This design comes from an exercise in tuning for small area, a short achievable clock period and few clock cycles per item on the open sky130 flow, not from production work. Only simulation tests tie the RTL to the original design; equivalence was not proved.

Design mul_div_unit, start of the top module:
module mul_div_unit #(
    parameter int DATA_WIDTH    = 64,
    parameter int WORD_WIDTH    = 32,
    parameter int CONTROL_WIDTH = 4
) (
    input  logic                     i_clk,
    input  logic                     i_arst_n,
    input  logic                     i_valid,
    output logic                     o_ready,
    input  logic [CONTROL_WIDTH-1:0] i_op,
    input  logic [DATA_WIDTH-1:0]    i_src_1,
    input  logic [DATA_WIDTH-1:0]    i_src_2,
    input  logic                     i_flush,
    output logic                     o_valid,
    input  logic                     i_ready,
    output logic [DATA_WIDTH-1:0]    o_result,
    output logic                     o_busy
);
    localparam logic [1:0] M_MUL = 2'd0, M_DIV = 2'd2, M_PASS = 2'd3;
    function automatic [6:0] bitlen64(input logic [63:0] v);
        logic [63:0] val [0:6];
        logic [5:0]  pos [0:6][0:63];
        int          n;
        for (int i = 0; i < 64; i++) begin
            val[0][i]    = v[i];
            pos[0][i]    = 6'd0;
        end
        n = 64;
        for (int l = 1; l <= 6; l++) begin
            n = n / 2;
            for (int j = 0; j < 64; j++) begin
                if (j < n) begin
                    val[l][j] = val[l-1][2*j+1] | val[l-1][2*j];
                    pos[l][j] = val[l-1][2*j+1] ? (pos[l-1][2*j+1] | (6'd1 << (l-1)))
                                                : pos[l-1][2*j];
                end else begin
                    val[l][j] = 1'b0;
                    pos[l][j] = 6'd0;
                end
            end
        end
  ...
Settings: LEC_CHECK=0, CAP_MARGIN=20, CORE_MARGIN=2, CORE_UTILIZATION=40, SETUP_SLACK_MARGIN=4.5, SLEW_MARGIN=20; clock period 10.0 ns.
run.sh (not shown) runs the stock make flow with config.mk's settings and CLKGATE_MAP_FILE= SYNTH_SCRIPT=/design/flow/synth_recipe.tcl, a recipe that flattens the netlist after the stock synthesis.
The first run completed without violations.
Testbench counts at the start, summed over its fixed seeds: cycles 14,277, items 3,200.
Then changed:
--- a/flow/design.v
+++ b/flow/design.v
@@ -152,51 +152,49 @@
     logic [1:0]  mode;
     logic [6:0]  count;
     logic        f_high, f_rem, f_neg, f_word, f_bz;
     logic [63:0] H, L;
     logic [66:0] X;
     logic [64:0] Y;
     logic [11:0] dsel;       
     logic [63:0] out_raw;
-    logic        out_v, out_neg, out_word, out_pc, out_c0, out_c25, out_c50;
-    logic        pc, p25, p50;
+    logic        out_v, out_neg, out_word, out_pc, out_c0, out_c37;
+    logic        pc, pl;
     logic [73:0] rows [0:3];
-    logic [73:0] lw, kc, s0, c0, s1, c1, s2, c2, s3, c3, sx;
-    logic [25:0] ms0, ms1;
-    logic [23:0] ms2;
+    logic [73:0] lw, kc, s0, c0, s1, c1, s2, c2, s3, c3;
+    logic [37:0] msum_lo;
+    logic [36:0] msum_hi;
     logic [54:0] up;
     logic [63:0] mul_h, mul_l;
     always_comb begin
         lw = {1'b0, H[0], L, 8'd0};
         for (int t = 0; t < 4; t++) begin
             logic one, two, neg;
             logic [65:0] sel;
             one = dsel[3*t]; two = dsel[3*t+1]; neg = dsel[3*t+2];
             sel = one ? {X[64], X[64:0]} : (two ? {X[64:0], 1'b0} : 66'd0);
             sel = neg ? ~sel : sel;
             rows[t] = 74'({~sel[65], sel[64:0]}) << (2*t);
             lw[2*t] = neg;
         end
-        kc = (74'd43 << 65) | (74'(p25) << 33) | (74'(p50) << 58);
+        kc = (74'd43 << 65) | (74'(pl) << 45);
         s0 = lw ^ rows[0] ^ kc;
         c0 = ((lw & rows[0]) | (lw & kc) | (rows[0] & kc)) << 1;
         s1 = rows[1] ^ rows[2] ^ rows[3];
         c1 = ((rows[1] & rows[2]) | (rows[1] & rows[3]) | (rows[2] & rows[3])) << 1;
         s2 = s0 ^ c0 ^ s1;
         c2 = ((s0 & c0) | (s0 & s1) | (c0 & s1)) << 1;
         s3 = s2 ^ c2 ^ c1;
         c3 = ((s2 & c2) | (s2 & c1) | (c2 & c1)) << 1;
-        sx  = s3 ^ c3;                           
-        ms0 = {1'b0, s3[24:0]}  + {1'b0, c3[24:0]};
-        ms1 = {1'b0, s3[49:25]} + {1'b0, c3[49:25]};
-        ms2 = s3[73:50] + c3[73:50];
+        msum_lo = {1'b0, s3[36:0]} + {1'b0, c3[36:0]};
+        msum_hi = s3[73:37] + c3[73:37];
         up = H[55:1] + {46'd0, pc, 8'd0};       
-        mul_h = {up, ms2[22:14]};
-        mul_l = {ms2[13:0], ms1[24:0], ms0[24:0]};
+        mul_h = {up, msum_hi[35:27]};
+        mul_l = {msum_hi[26:0], msum_lo[36:0]};
     end
     logic [68:0] t1, t2a, t2b, ds, dc;
     logic [63:0] r2;
     logic        g1, g2a, g2b, q1, q2;
     always_comb begin
         t1  = {5'd0, H} - {2'b0, X};
         t2a = {5'd0, H} - {3'b0, X[66:1]};
         ds  = {5'd0, H} ^ ~{2'b0, X} ^ ~{3'b0, X[66:1]};
@@ -282,66 +280,62 @@
             gb     <= groups_ok(r_fb);
         end
         if (move)
             o_result <= res_w;
         if (core_done && out_free) begin
             out_raw  <= core_res;
             out_neg  <= core_neg;
             out_word <= f_word;
-            out_pc   <= (mode == M_MUL) && f_high && ms2[23];
-            out_c0   <= (mode == M_MUL) && f_high && (&sx[63:50]) &&
-                        (ms1[25] || (ms0[25] && (&sx[49:25])));
-            out_c25  <= (mode == M_MUL) && !f_high && ms0[25];
-            out_c50  <= (mode == M_MUL) && !f_high && ms1[25];
+            out_pc   <= (mode == M_MUL) && f_high && msum_hi[36];
+            out_c0   <= (mode == M_MUL) && f_high && msum_lo[37] && (&(s3[63:37] ^ c3[63:37]));   
+            out_c37  <= (mode == M_MUL) && !f_high && msum_lo[37];
         end
         if (take) begin
             f_high <= d_high;
             f_rem  <= d_rem;
             f_neg  <= d_rem ? sa : (sa ^ sb);
             f_word <= d_word;
             f_bz   <= d_div && b_zero;
             Y      <= my;
             dsel   <= booth_dec(m_win);
             mode   <= d_triv ? M_PASS : (d_mul ? M_MUL : M_DIV);
             if (d_mul) begin
                 H     <= m_g1 ? 64'hFFFF_FFFF_FFFF_FFFF : 64'hFFFF_FFFF_FFFF_FFFE;
                 L     <= m_init;
                 X     <= {{2{mx[64]}}, mx};
                 count <= {3'b000, m_count};
                 pc    <= 1'b0;
-                p25   <= 1'b0;
-                p50   <= 1'b0;
+                pl    <= 1'b0;
             end else begin
                 H     <= mag_a;
                 L     <= '0;
                 X     <= d_al;
                 count <= {1'b0, s_est[6:1]};
             end
         end else if (busy && !core_done) begin
             case (mode)
                 M_MUL: begin
                     H     <= mul_h;
                     L     <= mul_l;
-                    pc    <= ms2[23];
-                    p25   <= ms0[25];
-                    p50   <= ms1[25];
+                    pc    <= msum_hi[36];
+                    pl    <= msum_lo[37];
                     count <= count - 7'd1;
                     dsel  <= booth_dec(window(Y, count[3:0] - 4'd1));
                 end
                 M_DIV: begin
                     H     <= r2;
                     L     <= {L[61:0], q1, q2};
                     X     <= X >> 2;
                     count <= count - 7'd1;
                 end
                 default: ;
             endcase
         end
     end
     logic [63:0] res_n, res_w;
     always_comb begin
         res_n = (out_neg ? ~out_raw : out_raw)
-              + {13'd0, out_c50, 24'd0, out_c25, 15'd0, out_pc, 8'd0, out_c0 | out_neg};
+              + {26'd0, out_c37, 27'd0, out_pc, 8'd0, out_c0 | out_neg};
         res_w = out_word ? {{32{res_n[31]}}, res_n[31:0]} : res_n;
     end
     assign o_busy = in_full || busy || out_v || o_valid;
 endmodule
Result: The changed run completed without violations. Setup slack improves by 0.084 ns. Sequential cell count went down by 2. Via count went up by 1.2%. Die area went up by 1.4%. Global-route usage went down by 2.4 points. Core utilization barely changes. First-iteration DRC count went down by 2.9%. Cell count went up by 1.5%. Routed wire length went down by 5.6%. Hold slack improves by 0.0096 ns. Synthesized area went up by 1.5%.
Testbench counts after the change, summed over its fixed seeds: cycles 14,277, items 3,200.

* * *

Setup of run A:
mul_div_unit, a different RTL version from the one above (not shown whole).
Size in the first run: roughly 8700 cells after synthesis, roughly 200 I/O pins.
export LEC_CHECK = 0
export CAP_MARGIN = 20
export CORE_MARGIN = 2
export CORE_UTILIZATION = 40
export SETUP_SLACK_MARGIN = 4.5
export SLEW_MARGIN = 20
create_clock -name core_clock -period 10.0 [get_ports {i_clk}]
Run A | status: complete | timing, DRC, antenna: pass
Testbench counts of run A, summed over its fixed seeds: cycles 14,372, items 3,200.
What run E does differently from run A at the input level:
--- a/flow/design.v
+++ b/flow/design.v
@@ -112,23 +112,24 @@
         r_fa = r_ea ^ {64{r_sa}};                         
         r_fb = r_eb ^ {64{r_sb}};                         
     end
     logic        in_full;
     logic        d_mul, d_div, d_word, d_rem, d_high, sa, sb, b_zero;
     logic [63:0] ea, eb;
     logic [6:0]  bla, blb;      
+    logic        pa;            
     logic [7:0]  ga, gb;        
     logic [63:0] mag_a, mag_b, triv_val;
     logic [6:0]  la_up, s_est;
     logic [66:0] d_al;
     logic        d_triv;
     always_comb begin
         mag_a  = sa ? (~ea + 64'd1) : ea;
         mag_b  = sb ? (~eb + 64'd1) : eb;
-        la_up  = bla + {6'd0, sa};                        
+        la_up  = bla + {6'd0, pa};                        
         s_est  = la_up - blb;                             
         d_al   = {3'b000, mag_b} << (s_est | 7'd1);
         d_triv = !d_mul && (!d_div || b_zero || (la_up < blb));
         triv_val = d_rem ? ea : ((d_div && b_zero) ? '1 : '0);
     end
     logic [64:0] va, vb, mx, my;
     logic        swap;
@@ -267,14 +268,15 @@
             d_high <= r_high;
             sa     <= r_sa;
             sb     <= r_sb;
             ea     <= r_ea;
             eb     <= r_eb;
             b_zero <= (r_eb == 64'd0);
             bla    <= bitlen64(r_fa);
+            pa     <= r_sa && ((~r_fa[63:1] | r_fa[62:0]) == 63'h7FFF_FFFF_FFFF_FFFF);
             blb    <= bitlen64(r_fb);
             ga     <= groups_ok(r_fa);
             gb     <= groups_ok(r_fb);
         end
         if (move)
             o_result <= res_w;
         if (core_done && out_free) begin
Notes after the runs:
Run E against run A: portion of the clock cycle consumed by the worst path in the final layout down 3.2 points; final standard cell utilization of the core went down; wire length on met1 closely matched the old numbers; share of the synthesized area in compound gates (AO/OA/AOI/OAI) level; synthesized-area fraction occupied by adder cells fell by 0.34 points. The proportion of synthesized area in mux cells in run E sits 0.97 points above the value recorded for run A. Diff run A -> run E: final-stage net count saw an increase, logic depth of the worst setup path including buffers saw little to no change, time the worst path needs with I/O delays and setup saw a decrease. Of run A and run E, run A shows the higher signed area change from the synthesized netlist to the final layout, with run E below it. There was hardly any difference in number of flops mapped to enable cells by yosys between run E and run A. Per the comparison of run E with run A, floorplan die area shows an increase of 2.5%; clock latency reported for the late side of the worst-skew pair shows no meaningful change; wire length shows a reduction of 3.1%.
Testbench counts of run E, summed over its fixed seeds: cycles 14,277, items 3,200.

## what the ideal ports hide
No port has a modelled driver above. Below, the same layouts with a new extraction and two added sets of constraints. Step 1 assumes that a clkbuf_16 drives the clock port and a buf_2 every other input. Step 2 adds t to the input delays and takes it off the output delays; t is the mean of the earliest and latest rising clock arrival at the registers after step 1. Input paths then give back, and output paths get back, about the clock's delay inside the block. Three values: ideal ports, drivers, drivers and shift; two values: the first two.
run	t, ns	setup WS [ns]	latest minus earliest clock arrival (ns)
the first run of note 1	0.810	4.123 / 4.123 / 3.816	0.031 / 0.031
the second run of note 1	0.794	4.207 / 4.207 / 3.879	0.079 / 0.079
run A	0.799	3.676 / 3.676 / 3.676	0.060 / 0.060
run E	0.808	4.001 / 4.001 / 3.825	0.051 / 0.051
After both steps every run listed still meets setup and hold. The setup slack of the second run of note 1, which loses most, moves by 0.000 ns with the drivers and by -0.328 ns with both steps.
